Background: an optimization exercise with open tools, aiming at small area, a short achievable clock period and few clock cycles. Do not read the settings as production practice.
At most, simulation tests tie the RTL to the original design; equivalence was not proved.
Power is estimated from default activity; no workload was simulated.

Setup of run a:
// rm_edf_tick_scheduler
module rm_edf_tick_scheduler (
  input  wire logic                          clk,
  input  wire logic                          rst_n,
  input  wire logic                          start,
  output logic                               busy,
  input  wire logic [1:0]                    in_operation,
  input  wire logic [rmedf_pkg::SLOT_W-1:0]  in_task_index,
  input  wire logic [rmedf_pkg::VAL_W-1:0]   in_period,
  input  wire logic [rmedf_pkg::VAL_W-1:0]   in_burst,
  input  wire logic [rmedf_pkg::VAL_W-1:0]   in_deadline,
  output logic                               out_valid,
  output logic                               out_kind,
  output logic [rmedf_pkg::ID_W-1:0]         out_task_id,
  output logic                               out_seg_valid,
  output logic [rmedf_pkg::ID_W-1:0]         out_seg_task,
  output logic [rmedf_pkg::OUT_W-1:0]        out_seg_start,
  output logic [rmedf_pkg::OUT_W-1:0]        out_seg_end,
  output logic [2:0]                         out_seg_tag,
  output logic                               out_trace_full,
  output logic [rmedf_pkg::OUT_W-1:0]        out_count_complete,
  output logic [rmedf_pkg::OUT_W-1:0]        out_count_lost,
  output logic [rmedf_pkg::OUT_W-1:0]        out_count_killed,
  output logic                               out_last,
  input  wire logic                          psel,
  input  wire logic                          penable,
  input  wire logic                          pwrite,
  input  wire logic [rmedf_pkg::ADDR_W-1:0]  paddr,
  input  wire logic [rmedf_pkg::DATA_W-1:0]  pwdata,
  output logic [rmedf_pkg::DATA_W-1:0]       prdata,
  output logic                               pready
);
Size in the first run: ~9,200 cells after synthesis, ~1,600 flip-flops.
clock: 10.0 ns
lec_check: 0
cap_margin: 20
core_margin: 2
core_utilization: 55
cts_buf_list: sky130_fd_sc_hd__clkbuf_8
cts_cluster_size: 24
setup_slack_margin: 5
slew_margin: 20
standard.sh (not shown) runs the stock make flow with config.mk's settings and CLKGATE_MAP_FILE= SYNTH_SCRIPT=/design/flow/synth_recipe.tcl, a recipe that flattens the netlist after the stock synthesis.
==> flow/flow/run.sh <==
#!/bin/bash
set -euo pipefail
bash standard.sh SETUP_SLACK_MARGIN=6 finish > standard_make.log 2>&1
Testbench counts of run a, summed over its fixed seeds: cycles 6,919.
For run b, these inputs were changed with respect to run a:
diff --git a/flow/design.v b/flow/design.v
--- a/flow/design.v
+++ b/flow/design.v
@@ -118,44 +118,54 @@
   output logic [15:0]      lost,
   output logic [15:0]      killed
 );
   logic [15:0] per, bur, dl;
   logic [15:0] phase, rem;
   logic [17:0] rdl;
   logic        active;
   logic        pnz_r, bz_r, b1_r, ph0_r, rz0_r, rz1_r, rdz_r;
   logic        rel, remz, dlhit, active1;
-  logic [17:0] key_r, rdl_d, kx_d;
+  logic [17:0] rdl_d, kx_d, rdl_m;
   logic [15:0] per_d, dl_d;
   logic        rel_r, pnz_d, ph0_d, rel_d;
   logic [15:0] ph_inc, rem_e;
   logic [17:0] rdl1;
   assign rel     = rel_r;
   assign ph_inc  = phase + 16'd1;
   assign remz    = own ? rz1_r : rz0_r;
   assign rem_e   = own ? own_rem : rem;
   assign fin     = own && remz;
   assign dlhit   = in_n && active && !remz && rdz_r;
   assign lst     = !fin && dlhit;
   assign active1 = rel || (active && !fin && !dlhit);
   assign rdl1    = rel ? {2'b00, dl} : rdl;
-  assign key     = key_r;
   assign per_d = ld_en ? ld_per : per;
   assign dl_d  = ld_en ? ld_dl : dl;
   assign pnz_d = ld_en ? (ld_per != '0) : pnz_r;
   assign ph0_d = ph_wr ? ph_val0
                : (tick_en && pnz_r) ? (wrap || (ph_inc == per) || (ph_inc == '0)) : ph0_r;
-  assign rdl_d = tick_en ? rdl1 + (wrap ? 18'h0FFFF : 18'h3FFFF) : rdl;
+  always_comb begin
+    logic [15:0] nz;
+    logic        bz;
+    for (int k = 0; k < 16; k++) begin
+      nz[k] = 1'b0;
+      for (int m = 0; m < k; m++) nz[k] = nz[k] | rdl1[m];
+    end
+    bz = !(nz[15] | rdl1[15]);
+    for (int k = 0; k < 16; k++) rdl_m[k] = rdl1[k] ^ !nz[k];
+    rdl_m[17:16] = rdl1[17:16] + {2{bz && !wrap}} + {1'b0, wrap && !bz};
+  end
+  assign rdl_d = tick_en ? rdl_m : rdl;
   assign rel_d = in_n_d && pnz_d && ph0_d;
   assign kx_d  = rel_d ? {2'b00, dl_d} : rdl_d;
+  assign key = policy_d ? {~kx_d[17], kx_d[16:0]} : {2'b10, per_d};
   always_ff @(posedge clk) begin
     rel_r <= rel_d;
-    key_r <= policy_d ? {~kx_d[17], kx_d[16:0]} : {2'b10, per_d};
   end
   assign elig    = in_n && active1 && (rel ? !bz_r : !remz);
   assign rem_q   = rem;
   always_ff @(posedge clk) begin
     if (ld_en) begin
       per   <= ld_per;
       bur   <= ld_bur;
       dl    <= ld_dl;
       pnz_r <= (ld_per != '0);
@@ -387,23 +397,25 @@
       .kf       (kf[i]),
       .done     (done_c[i]),
       .lost     (lost_c[i]),
       .killed   (kill_c[i])
     );
   end
   logic [7:0] le [8];
   logic [3:0] best;
   logic       none_w;
-  always_comb begin
-    for (int i = 0; i < 8; i++) le[i] = '0;
+  always_ff @(posedge clk) begin
+    for (int i = 0; i < 8; i++) le[i] <= '0;
     for (int i = 0; i < 8; i++)
       for (int j = i + 1; j < 8; j++)
-        le[i][j] = rmedf_pkg::le18(key[i], key[j]);
+        le[i][j] <= rmedf_pkg::le18(key[i], key[j]);
+  end
+  always_comb begin
     for (int i = 0; i < 8; i++) begin
       win[i] = elig[i];
       for (int j = 0; j < 8; j++) begin
         if (j < i) win[i] = win[i] && (!elig[j] || !le[j][i]);
         if (j > i) win[i] = win[i] && (!elig[j] || le[i][j]);
       end
     end
     none_w  = (elig == '0);
     best[3] = none_w;
@@ -502,40 +514,48 @@
   end
   always_ff @(posedge clk) begin
     if (do_load && !tick0) ldslot_r <= in_task_index;
     if (do_fin) nfin_r <= n_eff;
     if (fpend_r) begin
       ts_r <= kw;
       cc_r <= done_s;
       cl_r <= lost_c[kw];
       ck_r <= kill_bus;
+    end else if (do_tick || do_fin) begin
+      cc_r <= '0;
+      cl_r <= '0;
+      ck_r <= '0;
     end
     if (do_tick || do_fin) begin
       id_r     <= do_fin ? NONE_ID : best;
       sv_r     <= s_ok;
-      stask_r  <= owner_r;
-      sstart_r <= since_a;
-      send_r   <= tick_r;
-      stag_r   <= s_tag;
+      stask_r  <= s_ok ? owner_r : NONE_ID;
+      sstart_r <= s_ok ? since_a : 16'd0;
+      send_r   <= s_ok ? tick_r : 16'd0;
+      stag_r   <= s_ok ? s_tag : rmedf_pkg::TAG_IDLE;
       full_r   <= full_n;
       last_r   <= do_tick || (n_eff == '0);
     end else if (fpend_r) begin
-      id_r     <= {1'b0, tot_r ? tsn : 3'd0};
+      id_r     <= {1'b0, kw};
       sv_r     <= 1'b0;
+      stask_r  <= NONE_ID;
+      sstart_r <= '0;
+      send_r   <= '0;
+      stag_r   <= rmedf_pkg::TAG_IDLE;
       last_r   <= ({1'b0, kw} + 4'd1 == nfin_r);
     end
   end
   assign out_valid          = ov_r;
   assign out_kind           = tot_r;
   assign out_task_id        = id_r;
   assign out_seg_valid      = sv_r;
-  assign out_seg_task       = sv_r ? stask_r : NONE_ID;
-  assign out_seg_start      = {16'd0, sv_r ? sstart_r : 16'd0};
-  assign out_seg_end        = {16'd0, sv_r ? send_r : 16'd0};
-  assign out_seg_tag        = sv_r ? stag_r : rmedf_pkg::TAG_IDLE;
+  assign out_seg_task       = stask_r;
+  assign out_seg_start      = {16'd0, sstart_r};
+  assign out_seg_end        = {16'd0, send_r};
+  assign out_seg_tag        = stag_r;
   assign out_trace_full     = full_r;
-  assign out_count_complete = {16'd0, tot_r ? cc_r : 16'd0};
-  assign out_count_lost     = {16'd0, tot_r ? cl_r : 16'd0};
-  assign out_count_killed   = {16'd0, tot_r ? ck_r : 16'd0};
+  assign out_count_complete = {16'd0, cc_r};
+  assign out_count_lost     = {16'd0, cl_r};
+  assign out_count_killed   = {16'd0, ck_r};
   assign out_last           = last_r;
 endmodule
 `default_nettype wire
Notes after the runs:
Every run in the comparison, run b and run a, completed the flow with a clean layout.
Worst setup slack for run b is lower than for run a.
Portion of total power attributed to sequential cells: run b and run a compared, lower one is run b
The slowest stage cell on the critical path comes out nor3b_4 in one run and dfxtp_4 in the other, namely in run b and run a respectively.
Run a → run b: hold slack comparable, headroom to the max-slew limit increased 7.3 points, wire length of the first global-routing pass higher, met3 demand-to-capacity share in global routing lost 0.20 points, die height went down 1.2%.
The RTL of run b was laid out without a check of its function.

-- static timing again, ports no longer ideal --
Ports are ideal in the flow. The routed layouts listed here were re-timed in OpenROAD. Step 1 (the two cells are an assumption about what drives the block):
set clk [get_ports {clk}]
set_driving_cell -lib_cell sky130_fd_sc_hd__clkbuf_16 $clk
set_driving_cell -lib_cell sky130_fd_sc_hd__buf_2 [delete_from_list [all_inputs] $clk]
Step 2 times the ports against the registers' clock, not the clock port: input delays grow and output delays shrink by t, the midpoint of the rising clock arrivals with the driver on. Three values: ideal ports, drivers, drivers and shift; two values: the first two.
run	shift t [ns]	setup slack, ns	worst setup path at the end	cell pins on the clock port's net
run a	1.122	5.801 / 5.714 / 4.885	input to register	1
run b	1.141	4.500 / 4.470 / 3.329	input to register	1
After both steps every run listed still meets setup and hold. The setup slack of run b, which loses most, moves by -0.030 ns with the drivers and by -1.171 ns with both steps.
